Context: an optimization exercise on an open-source flow, tuned for small area. The choices shown serve that exercise and are no tape-out recipe. In this exercise RTL edits were held to simulation tests only and were not proved equivalent to the original. Power is estimated from default activity; no workload was simulated.

==> trial 11: inputs <==
==> flow/design.v <==
module rf_wbit (
    input  logic s,
    input  logic h,
    input  logic w,
    input  logic q,
    output logic d
);
    assign d = (s & w) | (h & q);
endmodule
module rf_nor2 (
    input  logic a,
    input  logic b,
    output logic y
);
    assign y = !(a | b);
endmodule
module rf_nand2 (
    input  logic a,
    input  logic b,
    output logic y
);
    assign y = !(a & b);
endmodule
module rf_inv (
    input  logic a,
    output logic y
);
    assign y = !a;
endmodule
module rf_nand3 (
    input  logic a,
    input  logic b,
    input  logic c,
    output logic y
);
    assign y = !(a & b & c);
endmodule
module rf_and3 (
    input  logic a,
    input  logic b,
    input  logic c,
    output logic y
);
    assign y = a & b & c;
endmodule
module rf_aoi222 (
    input  logic [2:0] s,
    input  logic [2:0] d,
    output logic       y_n
);
    assign y_n = !(|(s & d));
endmodule
module rf_nand4 (
    input  logic [3:0] a,
    output logic       y
);
    assign y = !(&a);
endmodule
module rf_or3 (
    input  logic [2:0] a,
    output logic       y
);
    assign y = |a;
endmodule
module rf_rbit (
    input  logic [30:0] s,
    input  logic [30:0] d,
    output logic        y
);
    logic [10:0] t_n;
    logic [2:0]  g;
    for (genvar k = 0; k < 10; k++) begin : g_aoi
        rf_aoi222 u_a (.s(s[3*k+2:3*k]), .d(d[3*k+2:3*k]), .y_n(t_n[k]));
    end
    rf_nand2 u_t10 (.a(s[30]), .b(d[30]), .y(t_n[10]));
    rf_nand4 u_n0 (.a(t_n[3:0]), .y(g[0]));
    rf_nand4 u_n1 (.a(t_n[7:4]), .y(g[1]));
    rf_nand3 u_n2 (.a(t_n[8]), .b(t_n[9]), .c(t_n[10]), .y(g[2]));
    rf_or3 u_o (.a(g), .y(y));
endmodule
module reg_file_32x32 #(
    parameter int DATA_W = 32,
    parameter int ADDR_W = 5
) (
    input  logic              clk,
    input  logic              rst_n,
    input  logic              we,
    input  logic [ADDR_W-1:0] waddr,
    input  logic [DATA_W-1:0] wdata,
    input  logic [ADDR_W-1:0] raddr1,
    output logic [DATA_W-1:0] rdata1,
    input  logic [ADDR_W-1:0] raddr2,
    output logic [DATA_W-1:0] rdata2,
    output logic [15:0]       wr_cnt
);
    localparam int NREG = 32;
    logic [DATA_W-1:0] regs [NREG];
    logic [DATA_W-1:0] regs_d [NREG];
    logic [NREG-1:0]   wsel;
    logic [NREG-1:0]   whold;
    logic [NREG-1:0]   valid;
    logic [NREG-1:0]   valid_d;
    logic              wr_commit;
    assign wr_commit = we && (waddr != '0);
    logic [3:0] wlo;
    logic [7:0] whi;
    always_comb begin
        for (int k = 0; k < 4; k++) begin
            wlo[k] = we && (waddr[1:0] == 2'(k));
        end
        for (int j = 0; j < 8; j++) begin
            whi[j] = (waddr[4:2] == 3'(j));
        end
    end
    logic [3:0] r1lo, r2lo;
    logic [7:0] r1hi, r2hi;
    always_comb begin
        for (int k = 0; k < 4; k++) begin
            r1lo[k] = rst_n && (raddr1[1:0] == 2'(k));
            r2lo[k] = rst_n && (raddr2[1:0] == 2'(k));
        end
        for (int j = 0; j < 8; j++) begin
            r1hi[j] = (raddr1[4:2] == 3'(j));
            r2hi[j] = (raddr2[4:2] == 3'(j));
        end
    end
    logic [NREG-1:1] rs1, rs2;
    assign wsel[0]    = 1'b0;
    assign whold[0]   = 1'b1;
    assign valid[0]   = 1'b0;
    assign valid_d[0] = 1'b0;
    assign regs[0]    = '0;
    assign regs_d[0]  = '0;
    for (genvar i = 1; i < NREG; i++) begin : g_reg
        logic wsel_n, rs1_n, rs2_n;
        rf_nand2 u_wd (.a(wlo[i % 4]), .b(whi[i / 4]), .y(wsel_n));
        rf_inv   u_ws (.a(wsel_n),  .y(wsel[i]));
        rf_inv   u_wh (.a(wsel[i]), .y(whold[i]));
        assign valid_d[i] = valid[i] | wsel[i];
        rf_nand3 u_r1 (.a(r1lo[i % 4]), .b(r1hi[i / 4]), .c(valid_d[i]), .y(rs1_n));
        rf_nand3 u_r2 (.a(r2lo[i % 4]), .b(r2hi[i / 4]), .c(valid_d[i]), .y(rs2_n));
        rf_inv   u_i1 (.a(rs1_n), .y(rs1[i]));
        rf_inv   u_i2 (.a(rs2_n), .y(rs2[i]));
        for (genvar b = 0; b < DATA_W; b++) begin : g_bit
            rf_wbit u_w (.s(wsel[i]), .h(whold[i]), .w(wdata[b]), .q(regs[i][b]), .d(regs_d[i][b]));
        end
        always_ff @(posedge clk) begin
            regs[i] <= regs_d[i];
        end
        always_ff @(posedge clk or negedge rst_n) begin
            if (!rst_n) begin
                valid[i] <= 1'b0;
            end else begin
                valid[i] <= valid_d[i];
            end
        end
    end
    always_ff @(posedge clk or negedge rst_n) begin
        if (!rst_n) begin
            wr_cnt <= '0;
        end else if (wr_commit) begin
            wr_cnt <= wr_cnt + 16'd1;
        end
    end
    for (genvar b = 0; b < DATA_W; b++) begin : g_rd
        logic [NREG-1:1] col;
        always_comb begin
            for (int i = 1; i < NREG; i++) col[i] = regs_d[i][b];
        end
        rf_rbit u_r1 (.s(rs1), .d(col), .y(rdata1[b]));
        rf_rbit u_r2 (.s(rs2), .d(col), .y(rdata2[b]));
    end
endmodule
==> flow/flow/run.sh <==
#!/bin/bash
set -e
export BUFFER_PORTS_ARGS="-buffer_cell sky130_fd_sc_hd__buf_1"
export PRE_GLOBAL_PLACE_TCL="$PWD/flow/upsize_lines.tcl"
export CTS_ARGS="-sink_clustering_enable -repair_clock_nets -dont_use_dummy_load -buf_list sky130_fd_sc_hd__clkbuf_8 -sink_clustering_size 16 -sink_clustering_max_diameter 60"
bash standard.sh > standard.log 2>&1
==> flow/flow/upsize_lines.tcl <==
# Upsize the inverters that drive the long row lines before placement, so the
# placer's repair does not have to buffer them.
set cnt 0
foreach inst [[ord::get_db_block] getInsts] {
  if {[[$inst getMaster] getName] ne "sky130_fd_sc_hd__inv_1"} continue
  set net [[$inst findITerm Y] getNet]
  if {$net eq "NULL"} continue
  set fo [llength [$net getITerms]]
  if {$fo > 33} {
    replace_cell [$inst getName] sky130_fd_sc_hd__inv_4
    incr cnt
  } elseif {$fo > 16} {
    replace_cell [$inst getName] sky130_fd_sc_hd__inv_2
    incr cnt
  }
}
puts "UPSIZED $cnt"
==> flow/standard.sh <==
#!/bin/bash
# synth_recipe.tcl (not shown) runs the flow's synth.tcl, then flattens the netlist and writes it again
# the make line also repeats each setting of config.mk as NAME=value (left out here)
make -C /OpenROAD-flow-scripts/flow DESIGN_CONFIG=/design/flow/config.mk WORK_HOME=/design/flow/orfs CLKGATE_MAP_FILE= SYNTH_SCRIPT=/design/flow/synth_recipe.tcl "${@:-finish}"
==> flow/config.mk <==
export PLATFORM = sky130hd
export DESIGN_NAME = reg_file_32x32
export DESIGN_NICKNAME = reg_file_32x32
export VERILOG_FILES = /design/flow/design.v
export SDC_FILE = /design/flow/constraint.sdc
export NUM_CORES = 4
export LEC_CHECK = 0
export CAP_MARGIN = 20
export CORE_MARGIN = 2
export CORE_UTILIZATION = 50
export PLACE_DENSITY = 0.7
export SLEW_MARGIN = 20
export SYNTH_HIERARCHICAL = 1
==> flow/constraint.sdc <==
create_clock -name core_clock -period 8.0 [get_ports {clk}]
set_input_delay 1.6000 -clock core_clock [delete_from_list [all_inputs] [get_ports {clk}]]
set_output_delay 1.6000 -clock core_clock [all_outputs]
set_load 0.01 [all_outputs]
==> build 73: changes against trial 11 <==
==> flow/design.v, changed modules only <==
module rf_aoi22 (
    input  logic [1:0] s,
    input  logic [1:0] d,
    output logic       y_n
);
    assign y_n = !(|(s & d));
endmodule
module rf_nand #(
    parameter int N = 4
) (
    input  logic [N-1:0] a,
    output logic         y
);
    assign y = !(&a);
endmodule
module rf_rbit (
    input  logic [31:0] s,
    input  logic [31:0] d,
    output logic        y
);
    logic [10:0] t_n;
    logic [2:0]  g;
    for (genvar k = 0; k < 10; k++) begin : g_aoi
        rf_aoi222 u_a (.s(s[3*k+2:3*k]), .d(d[3*k+2:3*k]), .y_n(t_n[k]));
    end
    rf_aoi22 u_a10 (.s(s[31:30]), .d(d[31:30]), .y_n(t_n[10]));
    rf_nand #(.N(4)) u_n0 (.a(t_n[3:0]), .y(g[0]));
    rf_nand #(.N(4)) u_n1 (.a(t_n[7:4]), .y(g[1]));
    rf_nand #(.N(3)) u_n2 (.a(t_n[10:8]), .y(g[2]));
    rf_or3 u_o (.a(g), .y(y));
endmodule
module reg_file_32x32 #(
    parameter int DATA_W = 32,
    parameter int ADDR_W = 5
) (
    input  logic              clk,
    input  logic              rst_n,
    input  logic              we,
    input  logic [ADDR_W-1:0] waddr,
    input  logic [DATA_W-1:0] wdata,
    input  logic [ADDR_W-1:0] raddr1,
    output logic [DATA_W-1:0] rdata1,
    input  logic [ADDR_W-1:0] raddr2,
    output logic [DATA_W-1:0] rdata2,
    output logic [15:0]       wr_cnt
);
    localparam int NREG = 2 ** ADDR_W;
    logic [DATA_W-1:0] regs [NREG];
    logic [DATA_W-1:0] regs_d [NREG];
    logic [NREG-1:0]   wsel;
    logic [NREG-1:0]   whold;
    logic [NREG-1:0]   valid;
    logic              wr_commit;
    assign wr_commit = we && (waddr != '0);
    always_comb begin
        for (int i = 0; i < NREG; i++) begin
            wsel[i]  = wr_commit && (waddr == ADDR_W'(i));
            whold[i] = !(we && (waddr == ADDR_W'(i)));
        end
    end
    assign valid[0] = 1'b0;
    assign regs[0]  = '0;
    assign regs_d[0] = '0;
    for (genvar i = 1; i < NREG; i++) begin : g_reg
        for (genvar b = 0; b < DATA_W; b++) begin : g_bit
            rf_wbit u_w (.s(wsel[i]), .h(whold[i]), .w(wdata[b]), .q(regs[i][b]), .d(regs_d[i][b]));
        end
        always_ff @(posedge clk) begin
            regs[i] <= regs_d[i];
        end
        always_ff @(posedge clk or negedge rst_n) begin
            if (!rst_n) begin
                valid[i] <= 1'b0;
            end else if (wsel[i]) begin
                valid[i] <= 1'b1;
            end
        end
    end
    always_ff @(posedge clk or negedge rst_n) begin
        if (!rst_n) begin
            wr_cnt <= '0;
        end else if (wr_commit) begin
            wr_cnt <= wr_cnt + 16'd1;
        end
    end
    logic byp1, byp2;
    logic [NREG-1:0] rs1, rs2;
    assign byp1 = rst_n && wr_commit && (raddr1 == waddr);
    assign byp2 = rst_n && wr_commit && (raddr2 == waddr);
    always_comb begin
        rs1[0] = byp1;
        rs2[0] = byp2;
        for (int i = 1; i < NREG; i++) begin
            rs1[i] = rst_n && !byp1 && valid[i] && (raddr1 == ADDR_W'(i));
            rs2[i] = rst_n && !byp2 && valid[i] && (raddr2 == ADDR_W'(i));
        end
    end
    for (genvar b = 0; b < DATA_W; b++) begin : g_rd
        logic [NREG-1:0] col;
        always_comb begin
            col[0] = wdata[b];
            for (int i = 1; i < NREG; i++) col[i] = regs[i][b];
        end
        rf_rbit u_r1 (.s(rs1), .d(col), .y(rdata1[b]));
        rf_rbit u_r2 (.s(rs2), .d(col), .y(rdata2[b]));
    end
endmodule
// module rf_nor2 removed
// module rf_nand2 removed
// module rf_inv removed
// module rf_nand3 removed
// module rf_and3 removed
// module rf_nand4 removed
==> flow/run.sh (new file) <==
#!/bin/bash
# synth_recipe.tcl (not shown) runs the flow's synth.tcl, then flattens the netlist and writes it again
# the make line also repeats each setting of config.mk as NAME=value (left out here)
make -C /OpenROAD-flow-scripts/flow DESIGN_CONFIG=/design/flow/config.mk WORK_HOME=/design/flow/orfs CLKGATE_MAP_FILE= SYNTH_SCRIPT=/design/flow/synth_recipe.tcl finish
CAP_MARGIN = 35   (was 20)
CORE_UTILIZATION = 25   (was 50)
PLACE_DENSITY = unset   (was 0.7)
SLEW_MARGIN = 35   (was 20)
removed: flow/flow/run.sh
removed: flow/flow/upsize_lines.tcl
removed: flow/standard.sh
==> build 66: changes against trial 11 <==
==> flow/design.v, changed modules only <==
module rf_rbit (
    input  logic [31:0] s,
    input  logic [31:0] d,
    output logic        y
);
    logic [11:0] t_n;
    logic [2:0]  g;
    for (genvar k = 0; k < 10; k++) begin : g_aoi
        rf_aoi222 u_a (.s(s[3*k+2:3*k]), .d(d[3*k+2:3*k]), .y_n(t_n[k]));
    end
    rf_nand2 u_t10 (.a(s[30]), .b(d[30]), .y(t_n[10]));
    rf_nand2 u_t11 (.a(s[31]), .b(d[31]), .y(t_n[11]));
    for (genvar k = 0; k < 3; k++) begin : g_nand
        rf_nand4 u_n (.a(t_n[4*k+3:4*k]), .y(g[k]));
    end
    rf_or3 u_o (.a(g), .y(y));
endmodule
module reg_file_32x32 #(
    parameter int DATA_W = 32,
    parameter int ADDR_W = 5
) (
    input  logic              clk,
    input  logic              rst_n,
    input  logic              we,
    input  logic [ADDR_W-1:0] waddr,
    input  logic [DATA_W-1:0] wdata,
    input  logic [ADDR_W-1:0] raddr1,
    output logic [DATA_W-1:0] rdata1,
    input  logic [ADDR_W-1:0] raddr2,
    output logic [DATA_W-1:0] rdata2,
    output logic [15:0]       wr_cnt
);
    localparam int NREG = 32;
    logic [DATA_W-1:0] regs [NREG];
    logic [DATA_W-1:0] regs_d [NREG];
    logic [NREG-1:0]   wsel;
    logic [NREG-1:0]   whold;
    logic [NREG-1:0]   valid;
    logic              wr_commit;
    assign wr_commit = we && (waddr != '0);
    logic [3:0] wlo, wlo_n;
    logic [7:0] whi, whi_n;
    always_comb begin
        for (int k = 0; k < 4; k++) begin
            wlo[k]   = we && (waddr[1:0] == 2'(k));
            wlo_n[k] = !wlo[k];
        end
        for (int j = 0; j < 8; j++) begin
            whi[j]   = (waddr[4:2] == 3'(j));
            whi_n[j] = !whi[j];
        end
    end
    logic byp1, byp2;
    assign byp1 = rst_n && wr_commit && (raddr1 == waddr);
    assign byp2 = rst_n && wr_commit && (raddr2 == waddr);
    logic [3:0] r1lo, r2lo;
    logic [7:0] r1hi, r2hi;
    always_comb begin
        for (int k = 0; k < 4; k++) begin
            r1lo[k] = rst_n && !byp1 && (raddr1[1:0] == 2'(k));
            r2lo[k] = rst_n && !byp2 && (raddr2[1:0] == 2'(k));
        end
        for (int j = 0; j < 8; j++) begin
            r1hi[j] = (raddr1[4:2] == 3'(j));
            r2hi[j] = (raddr2[4:2] == 3'(j));
        end
    end
    logic [NREG-1:0] rs1, rs2;
    assign rs1[0] = byp1;
    assign rs2[0] = byp2;
    assign wsel[0]  = 1'b0;
    assign whold[0] = 1'b1;
    assign valid[0] = 1'b0;
    assign regs[0]  = '0;
    assign regs_d[0] = '0;
    for (genvar i = 1; i < NREG; i++) begin : g_reg
        logic [1:0] ws, wh;
        for (genvar h = 0; h < 2; h++) begin : g_half
            rf_nor2  u_ws (.a(wlo_n[i % 4]), .b(whi_n[i / 4]), .y(ws[h]));
            rf_nand2 u_wh (.a(wlo[i % 4]),   .b(whi[i / 4]),   .y(wh[h]));
        end
        assign wsel[i]  = ws[0];
        assign whold[i] = wh[0];
        rf_and3  u_r1 (.a(r1lo[i % 4]), .b(r1hi[i / 4]), .c(valid[i]), .y(rs1[i]));
        rf_and3  u_r2 (.a(r2lo[i % 4]), .b(r2hi[i / 4]), .c(valid[i]), .y(rs2[i]));
        for (genvar b = 0; b < DATA_W; b++) begin : g_bit
            rf_wbit u_w (.s(ws[b / 16]), .h(wh[b / 16]), .w(wdata[b]), .q(regs[i][b]), .d(regs_d[i][b]));
        end
        always_ff @(posedge clk) begin
            regs[i] <= regs_d[i];
        end
        always_ff @(posedge clk or negedge rst_n) begin
            if (!rst_n) begin
                valid[i] <= 1'b0;
            end else if (wsel[i]) begin
                valid[i] <= 1'b1;
            end
        end
    end
    always_ff @(posedge clk or negedge rst_n) begin
        if (!rst_n) begin
            wr_cnt <= '0;
        end else if (wr_commit) begin
            wr_cnt <= wr_cnt + 16'd1;
        end
    end
    for (genvar b = 0; b < DATA_W; b++) begin : g_rd
        logic [NREG-1:0] col;
        always_comb begin
            col[0] = wdata[b];
            for (int i = 1; i < NREG; i++) col[i] = regs[i][b];
        end
        rf_rbit u_r1 (.s(rs1), .d(col), .y(rdata1[b]));
        rf_rbit u_r2 (.s(rs2), .d(col), .y(rdata2[b]));
    end
endmodule
// module rf_inv removed
// module rf_nand3 removed
==> flow/flow/run.sh (replaced) <==
#!/bin/bash
set -e
export BUFFER_PORTS_ARGS="-buffer_cell sky130_fd_sc_hd__buf_1"
export CTS_ARGS="-sink_clustering_enable -repair_clock_nets -dont_use_dummy_load -buf_list sky130_fd_sc_hd__clkbuf_8 -sink_clustering_size 16 -sink_clustering_max_diameter 60"
bash standard.sh > standard.log 2>&1
PLACE_DENSITY = unset   (was 0.7)
removed: flow/flow/upsize_lines.tcl
==> comparison table <==
Run status: build 73 complete, no violations; build 66 complete, no violations; trial 11 complete, no violations
Nonclk buf count: build 73 328; build 66 279; trial 11 189
Power consumed by the clock network: build 73 5270 uW; build 66 2650 uW; trial 11 2580 uW
Worst Hold Launch: build 73 wr_cnt[15]$_DFFE_PN0P_; build 66 wr_cnt[15]$_DFFE_PN0P_; trial 11 valid[14]$_DFF_PN0_
Core Area: build 73 0.161 sq mm; build 66 0.0793 sq mm; trial 11 0.0787 sq mm
Layout non-clock buf frac: build 73 6.04%; build 66 3.86%; trial 11 2.17%
Sequential-cell power consumption: build 73 7110 uW; build 66 7080 uW; trial 11 6480 uW
1st-pass router iterations: build 73 15; build 66 14; trial 11 13
Mapped Area: build 73 0.0404 sq mm; build 66 0.0401 sq mm; trial 11 0.0396 sq mm
DP HPWL: build 73 122,000 microns; build 66 111,000 microns; trial 11 94,900 microns
R2r startpoint: build 73 wr_cnt[0]$_DFFE_PN0P_; build 66 wr_cnt[2]$_DFFE_PN0P_; trial 11 wr_cnt[0]$_DFFE_PN0P_
Final GP Congestion: build 73 0.920; build 66 0.979; trial 11 0.940
Number of clock buffers in the layout: build 73 154; build 66 83; trial 11 78
Number of cells on the worst reg-to-reg path: build 73 5; build 66 4; trial 11 5

static timing again, ports no longer ideal:
The results above use ideal ports. As a check the final layouts listed here were re-extracted and re-timed, cells and wires unchanged.
Step 1, drivers: a clkbuf_16 drives clk and a buf_2 each remaining input, both assumed.
Step 2 times the ports against the registers' clock, not the clock port: input delays grow and output delays shrink by t, the midpoint of the rising clock arrivals with the driver on.
Slacks: ideal / step 1 / step 2; pairs: ideal / step 1.
| run | t, ns | setup WS [ns] | latest minus earliest clock arrival (ns) | worst slew at a driven data input, ns |
|---|---|---|---|---|
| trial 11 | 0.781 | 0.180 / 0.107 / 0.107 | 0.076 / 0.077 | 0.19 |
| build 73 | 0.804 | 0.429 / 0.399 / 0.399 | 0.063 / 0.063 | 0.12 |
| build 66 | 0.784 | 0.714 / 0.689 / 0.689 | 0.082 / 0.081 | 0.17 |
After both steps every run listed still meets setup and hold. The setup slack of trial 11, which loses most, moves by -0.073 ns with the drivers and by -0.073 ns with both steps.
